From an optimization exercise on the open Yosys and OpenROAD flow, aimed at small area, a short achievable clock period and few clock cycles per item; shortcuts taken in it are not production practice.
Only the layout flow was run in this run; the RTL was not checked for function there.
Power and IR drop assume default switching activity.

**run.sh**
```bash
#!/bin/bash
# synth_recipe.tcl (not shown) runs the flow's synth.tcl, then flattens the netlist and writes it again
# the make line also repeats each setting of config.mk as NAME=value (left out here)
make -C /OpenROAD-flow-scripts/flow DESIGN_CONFIG=/design/flow/config.mk WORK_HOME=/design/flow/orfs CLKGATE_MAP_FILE= SYNTH_SCRIPT=/design/flow/synth_recipe.tcl finish
```
**config.mk**
```make
export PLATFORM = sky130hd
export DESIGN_NAME = precompute_pipe
export DESIGN_NICKNAME = precompute_pipe
export VERILOG_FILES = /design/flow/design.v
export SDC_FILE = /design/flow/constraint.sdc
export NUM_CORES = 4
export LEC_CHECK = 0
export CAP_MARGIN = 20
export CORE_MARGIN = 2
export CORE_UTILIZATION = 60
export PLACE_DENSITY = 0.75
export SETUP_SLACK_MARGIN = 2.0
export SLEW_MARGIN = 20
```
**constraint.sdc**
```tcl
create_clock -name core_clock -period 4.5 [get_ports {clk}]
set_input_delay 0.9000 -clock core_clock [delete_from_list [all_inputs] [get_ports {clk}]]
set_output_delay 0.9000 -clock core_clock [all_outputs]
set_load 0.01 [all_outputs]
```
**design.v**
```verilog
`timescale 1ns/100ps
package pipe_pkg;
  typedef logic [32-1:0] word_t;
  typedef logic [3-1:0]  reg_t;
  typedef logic [16-1:0]  imm_t;
  typedef enum logic [3:0] {
    OP_AND  = 4'd0,
    OP_NOT  = 4'd1,
    OP_OR   = 4'd2,
    OP_XOR  = 4'd3,
    OP_ADD  = 4'd4,
    OP_SUB  = 4'd5,
    OP_MOV0 = 4'd6,
    OP_MOV1 = 4'd7,
    OP_MOVI = 4'd8
  } opcode_t;
  typedef enum logic {
    FWD_RF = 1'b0,
    FWD_S3 = 1'b1
  } fwd_sel_t;
endpackage
`timescale 1ns/100ps
module inst_queue #(
  parameter int DEPTH = 14
) (
  input  logic        clk,
  input  logic        rst,
  input  logic        in_pass,
  input  logic [19:0] in_enc,
  input  logic        h_adv,
  output logic        in_accept,
  output logic        h_vld,
  output logic [19:0] h_enc
);
  logic [19:0] mem [DEPTH];
  logic [3:0]  wr_ptr;
  logic [3:0]  rd_ptr;
  logic [3:0]  cnt;
  logic        full_r;
  logic        empty_r;
  logic push;
  logic h_free;
  logic buf_wr;
  logic buf_rd;
  logic [3:0] cnt_nxt;
  assign push   = in_pass & ~full_r;
  assign h_free = ~h_vld | h_adv;
  assign buf_rd = h_free & ~empty_r;
  assign buf_wr = push & ~(h_free & empty_r);
  always_comb begin
    cnt_nxt = cnt;
    if (buf_wr & ~buf_rd) cnt_nxt = cnt + 4'd1;
    else if (buf_rd & ~buf_wr) cnt_nxt = cnt - 4'd1;
  end
  always_ff @(posedge clk) begin
    if (rst) begin
      wr_ptr  <= '0;
      rd_ptr  <= '0;
      cnt     <= '0;
      full_r  <= 1'b0;
      empty_r <= 1'b1;
      h_vld   <= 1'b0;
    end else begin
      if (buf_wr) wr_ptr <= (wr_ptr == 4'(DEPTH - 1)) ? 4'd0 : wr_ptr + 4'd1;
      if (buf_rd) rd_ptr <= (rd_ptr == 4'(DEPTH - 1)) ? 4'd0 : rd_ptr + 4'd1;
      cnt     <= cnt_nxt;
      full_r  <= (cnt_nxt == 4'(DEPTH));
      empty_r <= (cnt_nxt == 4'd0);
      if (h_free) h_vld <= ~empty_r | push;
    end
  end
  always_ff @(posedge clk) begin
    if (!full_r) mem[wr_ptr] <= in_enc;
  end
  always_ff @(posedge clk) begin
    if (h_free) h_enc <= empty_r ? in_enc : mem[rd_ptr];
  end
  assign in_accept = ~full_r;
endmodule
`timescale 1ns/100ps
module reg_file (
  input  logic  clk,
  input  pipe_pkg::reg_t  ra0,
  input  pipe_pkg::reg_t  ra1,
  input  logic  wen,
  input  pipe_pkg::reg_t  wa,
  input  pipe_pkg::word_t wdata,
  output pipe_pkg::word_t rdata0,
  output pipe_pkg::word_t rdata1
);
  localparam int N_REGS = 1 << 3;
  pipe_pkg::word_t mem [N_REGS];
  always_ff @(posedge clk) begin
    if (wen) begin
      mem[wa] <= wdata;
    end
  end
  assign rdata0 = mem[ra0];
  assign rdata1 = mem[ra1];
endmodule
`timescale 1ns/100ps
module issue_stage (
  input  pipe_pkg::opcode_t in_op,
  input  pipe_pkg::reg_t    in_ra0,
  input  pipe_pkg::reg_t    in_ra1,
  input  pipe_pkg::reg_t    in_wa,
  input  pipe_pkg::imm_t    in_imm,
  output logic [19:0]       enc
);
  logic       movi;
  logic       arith;
  logic       sub;
  logic [3:0] lut;
  always_comb begin
    movi  = 1'b0;
    arith = 1'b0;
    sub   = 1'b0;
    case (in_op)
      pipe_pkg::OP_AND:  lut = 4'b1000;
      pipe_pkg::OP_NOT:  lut = 4'b0011;
      pipe_pkg::OP_OR:   lut = 4'b1110;
      pipe_pkg::OP_XOR:  lut = 4'b0110;
      pipe_pkg::OP_ADD:  begin lut = 4'b0000; arith = 1'b1; end
      pipe_pkg::OP_SUB:  begin lut = 4'b0000; arith = 1'b1; sub = 1'b1; end
      pipe_pkg::OP_MOV0: lut = 4'b1100;
      pipe_pkg::OP_MOV1: lut = 4'b1010;
      pipe_pkg::OP_MOVI: begin lut = 4'b0000; movi = 1'b1; end
      default:           lut = 4'b1100;
    endcase
  end
  assign enc = {in_wa, movi,
                movi ? in_imm : {4'b0000, lut, arith, sub, in_ra1, in_ra0}};
endmodule
`timescale 1ns/100ps
module exec_unit (
  input  logic            clk,
  input  logic            rst,
  input  logic            hold,
  input  logic            h_vld,
  input  logic [19:0]     h_enc,
  input  pipe_pkg::word_t rdata0,
  input  pipe_pkg::word_t rdata1,
  output logic            h_adv,
  output logic            wen,
  output pipe_pkg::reg_t  wa,
  output pipe_pkg::word_t wdata,
  output logic            out_vld,
  output pipe_pkg::reg_t  out_wa,
  output pipe_pkg::word_t out_wdata
);
  logic        h_movi;
  logic [15:0] h_pl;
  pipe_pkg::reg_t h_ra0;
  pipe_pkg::reg_t h_ra1;
  logic        e_vld;
  pipe_pkg::reg_t e_wa;
  logic [3:0]  e_lut;
  logic        e_arith;
  logic        e_sub;
  logic        e_fwd0;
  logic        e_fwd1;
  pipe_pkg::word_t e_opa;
  pipe_pkg::word_t e_opb;
  logic        exec;
  pipe_pkg::word_t opa;
  pipe_pkg::word_t opb;
  logic [32:0] sum;
  pipe_pkg::word_t lres;
  pipe_pkg::word_t res;
  assign h_movi = h_enc[16];
  assign h_pl   = h_enc[15:0];
  assign h_ra0  = h_pl[2:0];
  assign h_ra1  = h_pl[5:3];
  assign exec   = e_vld & ~hold;
  assign h_adv  = ~e_vld | ~hold;
  always_ff @(posedge clk) begin
    if (rst) e_vld <= 1'b0;
    else if (h_adv) e_vld <= h_vld;
  end
  always_ff @(posedge clk) begin
    if (h_adv) begin
      e_wa    <= h_enc[19:17];
      e_lut   <= h_movi ? 4'b1010 : h_pl[11:8];
      e_arith <= ~h_movi & h_pl[7];
      e_sub   <= h_pl[6];
      e_fwd0  <= exec && (e_wa == h_ra0);
      e_fwd1  <= exec && (e_wa == h_ra1) && !h_movi;
      e_opa   <= rdata0;
      e_opb   <= h_movi ? pipe_pkg::word_t'(h_pl) : rdata1;
    end
  end
  assign opa = e_fwd0 ? out_wdata : e_opa;
  assign opb = e_fwd1 ? out_wdata : e_opb;
  assign sum = {opa, 1'b1} + {opb ^ {32{e_sub}}, e_sub};
  always_comb begin
    for (int i = 0; i < 32; i++) begin
      lres[i] = e_lut[{opa[i], opb[i]}];
    end
  end
  assign res = e_arith ? sum[32:1] : lres;
  assign wen   = exec;
  assign wa    = e_wa;
  assign wdata = res;
  always_ff @(posedge clk) begin
    if (rst) out_vld <= 1'b0;
    else     out_vld <= exec;
  end
  always_ff @(posedge clk) begin
    if (exec) begin
      out_wa    <= e_wa;
      out_wdata <= res;
    end
  end
endmodule
`timescale 1ns/100ps
module precompute_pipe (
  input  logic    clk,
  input  logic    rst,
  input  logic    in_pass,
  input  logic [3:0]  in_op,
  input  logic [2:0]  in_ra0,
  input  logic [2:0]  in_ra1,
  input  logic [2:0]  in_wa,
  input  logic [15:0] in_imm,
  input  logic    hold,
  output logic    in_accept,
  output logic    out_vld,
  output logic [2:0]  out_wa,
  output logic [31:0] out_wdata
);
  logic [19:0] in_enc;
  logic        h_vld;
  logic [19:0] h_enc;
  logic        h_adv;
  logic        wen;
  pipe_pkg::reg_t  wa;
  pipe_pkg::word_t wdata;
  pipe_pkg::word_t rdata0;
  pipe_pkg::word_t rdata1;
  issue_stage i_issue_stage (
    .in_op  (pipe_pkg::opcode_t'(in_op)),
    .in_ra0 (in_ra0),
    .in_ra1 (in_ra1),
    .in_wa  (in_wa),
    .in_imm (in_imm),
    .enc    (in_enc)
  );
  inst_queue i_inst_queue (
    .clk       (clk),
    .rst       (rst),
    .in_pass   (in_pass),
    .in_enc    (in_enc),
    .h_adv    (h_adv),
    .in_accept (in_accept),
    .h_vld     (h_vld),
    .h_enc     (h_enc)
  );
  reg_file i_reg_file (
    .clk    (clk),
    .ra0    (h_enc[2:0]),
    .ra1    (h_enc[5:3]),
    .wen    (wen),
    .wa     (wa),
    .wdata  (wdata),
    .rdata0 (rdata0),
    .rdata1 (rdata1)
  );
  exec_unit i_exec_unit (
    .clk       (clk),
    .rst       (rst),
    .hold      (hold),
    .h_vld     (h_vld),
    .h_enc     (h_enc),
    .rdata0    (rdata0),
    .rdata1    (rdata1),
    .h_adv    (h_adv),
    .wen       (wen),
    .wa        (wa),
    .wdata     (wdata),
    .out_vld   (out_vld),
    .out_wa    (out_wa),
    .out_wdata (out_wdata)
  );
endmodule
```
==> impl_metrics.py <==
metrics = {
    "status": {
        "status": "timing/DRC/antenna clean",
    },
    "cts": {
        "h-tree-depth": 3,
        "cts_sinks": 690,
        "cts.clk_slew.worst_paths_ns": 0.06,
        "clockBufferDepth": 3,
        "worstSkewPairLatency_ns": 0.62,
        "hold_buffers": 0,
        "cts_made_buffers": 70,
        "cts_root_buf": "clkbuf_16",
        "cts_tree": "yes",
    },
    "final_layout": {
        "seqCellArea_um2": 20490,
        "diodes": 0,
        "fill_cells": 2958,
        "multi_input_area_um2": 12970,
        "syn2layout_area_growth_pct": 22.20,
        "fin_nets": 2160,
        "design_area_um2": 39000,
        "drive_gt1_share_pct": 39.33,
    },
    "worst_hold_path": {
        "min-delay-start": "i_inst_queue.h_enc[19]",
        "hp-class": "reg2reg",
        "whs_path_depth": 0,
    },
    "die": {
        "core_um2": 52550,
        "die_w_um": 234.6,
        "pin_count": 70,
        "start_util_pct": 60.73,
        "die-area_um2": 55050,
        "fp-row-count": 84,
        "die_h_um": 234.6,
    },
    "global_routing": {
        "grt_pass1_wl_mm": 120.1,
        "grt_pass1_vias": 19480,
        "gr-total-overflow": 0,
        "antenna_found_initial": 2,
        "grt_max_degree": 67,
        "grt_usage_pct": 29.01,
    },
    "synthesis": {
        "synthArstFlopShare_pct": 0,
        "synth_nets": 1939,
        "netlist_top_cells_count": "edfxtp_1, mux4_2, mux2i_1, mux2_2, nand2_1",
        "synth_cells": 1873,
        "synth_top_family_by_area": "multiplexers",
        "synth_top_cell_by_area": "edfxtp_1",
        "synthXorXnorAreaFrac_pct": 1.866,
        "synth_compound_area_share_pct": 4.403,
        "synthAdderAreaFrac_pct": 1.325,
        "yosysUniqueCellTypes": 67,
        "yosys_register_bits": 690,
        "yosys_most_used_dff": "edfxtp_1",
        "avgSynthCellArea_um2": 17.04,
        "synth.most_common_cell": "edfxtp_1",
        "synth-simple-area-share_pct": 3.901,
        "yosys_warnings": 4,
        "synth_top_area_share_pct": 62.67,
        "synthMuxAreaShare_pct": 22.57,
        "synth-edff-count": 666,
        "netlist_area_um2": 31910,
        "yosysSeqAreaShare_pct": 64.18,
        "synth.top_cells.by_area": "edfxtp_1, mux4_2, mux2_2",
    },
    "timing": {
        "finalSetupViolations": 0,
        "min_period_ns": 3.588,
        "slew_headroom_pct": 26.70,
        "drv_slew": 0,
        "rsz0062_at_grt": "yes",
        "hold_viol": 0,
        "finClkSkew_ns": 0.01583,
        "post-route-period-util_pct": 79.73,
        "max_clock_freq_mhz": 278.7,
        "worst_pin_slew_ns": 1.100,
        "finalSetupTns_ns": 0,
    },
    "power_and_ir_drop": {
        "p_leak_nw": 13.02,
        "irDropWorstVdd_mv": 0.6082,
        "p_per_area_nw_per_um2": 870.9,
    },
    "place": {
        "portBuffers": 69,
        "dpl_cell_area_um2": 34010,
        "hpwl_mm": 43.32,
        "gp_congestion": 0.9701,
    },
    "worst_setup_path": {
        "cp.required_ns": 4.98,
        "crit_arrival_ns": 4.07,
        "crit_start": "i_exec_unit.e_fwd1",
        "path_class": "reg2reg",
        "critical_path_peak_fanout": 7,
        "worstReg2RegStart": "i_exec_unit.e_fwd1",
        "crit_path_end_kind": "flop",
        "rrSetupSlack_ns": 0.91,
        "start_kind": "flop",
        "r2r_cells": 17,
    },
    "route": {
        "wl_per_cell_um": 28.54,
        "drc": 0,
        "drt_wl_total_mm": 80.89,
        "drtAntennaViolNets": 0,
        "drt_iter0_markers": 1708,
        "vias_per_cell": 6.712,
        "first_pass_iters": 5,
        "vias": 19020,
    },
    "run": {
        "drv_cap": 0,
    },
}
==> final timing paths <==
check                                to
hold reg to reg     i_exec_unit.e_wa[2]
setup / recovery  i_reg_file.mem[2][28]
setup reg to reg  i_reg_file.mem[2][28]
hold / removal      i_exec_unit.e_wa[2]
==> placed cells by master (no fill, tap or decap), types with 13 or more instances in the layout <==
cell             Yosys  layout
ha_4                 0      14
clkdlybuf4s50_1      0      33
mux2_2             118     109
buf_12               0      16
o21ai_2              0      13
ha_1                33      13
dlygate4sd2_1        0      28
edfxtp_1           666     666
dfxtp_1             24      19
inv_1               27      22
o211ai_1            24      24
clkinv_1             1      14
nand3_1             14      13
nor2_4               0      15
nand2_1             93      75
nand2_2              0      13
buf_6                1      19
buf_4                0     136
clkbuf_1            80      20
clkbuf_16            0      74
a21oi_1             47      35
mux4_2             206     206
mux2i_1            121      80
o21ai_4              0      35
mux2i_4              1      34
o21ai_0             75      38
xnor2_1             52      40
nor2_1              87      63
==> power breakdown <==
part	leakage (nW)	internal, mW	switching, mW
logic	5.56	8.43	9.88
registers	6.40	9.32	0.796
clock network	1.06	3.13	2.41
total	13.0	20.9	13.1
==> logic make-up (layout without fill, tap and decap cells) <==
| kind of cell | after synthesis | after routing |
|---|---|---|
| buffers and inverters | 145 | 400 |
| flip-flops | 690 | 690 |
| XOR/XNOR | 68 | 68 |
| multiplexers | 446 | 446 |
| AO/OA/AOI/OAI | 216 | 232 |
| adder cells (fa/ha/maj) | 34 | 34 |
| AND/OR/NAND/NOR | 274 | 276 |
==> registers in the layout, summed over array words and instances, names as in the netlist, 3 cells and up, named ones only <==
name,flops
i_exec_unit.e_lut,4
i_exec_unit.e_opa,32
i_exec_unit.e_opb,32
i_exec_unit.e_wa,3
i_exec_unit.out_wa,3
i_exec_unit.out_wdata,32
i_inst_queue.cnt,4
i_inst_queue.h_enc,20
i_inst_queue.mem,280
i_inst_queue.rd_ptr,4
i_inst_queue.wr_ptr,4
i_reg_file.mem,256
==> through the flow <==
step	cells	total power [mW]	util, %	hold WS [ns]	setup slack, ns
2_1_floorplan	1873	19.41	-	0.4003	1.194
3_3_place_gp	2563	22.29	64.72	0.4015	0.8664
3_5_place_dp	2563	22.60	64.72	0.4045	0.6893
4_1_cts	2795	31.72	72.49	0.4189	1.001
5_1_grt	2834	35.35	74.21	0.4258	0.8106
6_report	2834	33.96	74.21	0.4165	0.9120
==> timing repair <==
item / 4_1_cts / 5_1_grt
buffers inserted: 91 / 32
endpoints found under the setup margin: 372 / 317
resized for setup: 208 / 116
cloned: 17 / 7
pin swaps: 42 / 46
==> metal layers <==
layer / global-route usage [%] / part of all wire (%)
met5: 0 / 0.016
met4: 8.765 / 3.5
met3: 4.065 / 7.2
met2: 49.91 / 51
met1: 38.90 / 38
==> final cells by class <==
class,instances,share of cell area [%]
Clock buffer,94,4.912
Clock inverter,30,0.6481
Inverter,28,0.2888
Multi-Input combinational cell,1056,33.27
Sequential cell,690,52.55
Tap cell,688,2.207
Timing Repair Buffer,248,6.122
==> critical path, cell delays in order (launching register included) <==
cell	delay (ns)
edfxtp_1	0.38
buf_6	0.15
buf_12	0.15
mux2i_4	0.20
xnor2_2	0.20
ha_4	0.24
buf_4	0.13
buf_4	0.13
o21a_1	0.19
o21ai_1	0.19
o21bai_4	0.19
nand2_4	0.11
a311oi_4	0.36
buf_4	0.19
o21ai_4	0.07
a211o_1	0.27
o211ai_1	0.12
buf_4	0.17

==> port drivers added, routing unchanged <==
In the flow no input, the clock included, has a driving cell. The finished layout below was timed again as built, in two steps.
Step 1: set_driving_cell puts a clkbuf_16 on clk and a buf_2 on each other input, an assumption about the parent block.
Step 2 adds t to the input delays and takes it off the output delays; t is the mean of the earliest and latest rising clock arrival at the registers after step 1. Input paths then give back, and output paths get back, about the clock's delay inside the block.
a / b / c = no drivers / after step 1 / after step 2; a / b = the first two.
t, ns: 0.671
slack for setup (ns): 0.912 / 0.912 / 0.912
worst setup path at the end: register to register
slew at the worst register clock pin (ns): 0.07 / 0.07
After both steps setup and hold are still met in this run. The setup slack of this run moves by 0.000 ns with the drivers and by 0.000 ns with both steps.
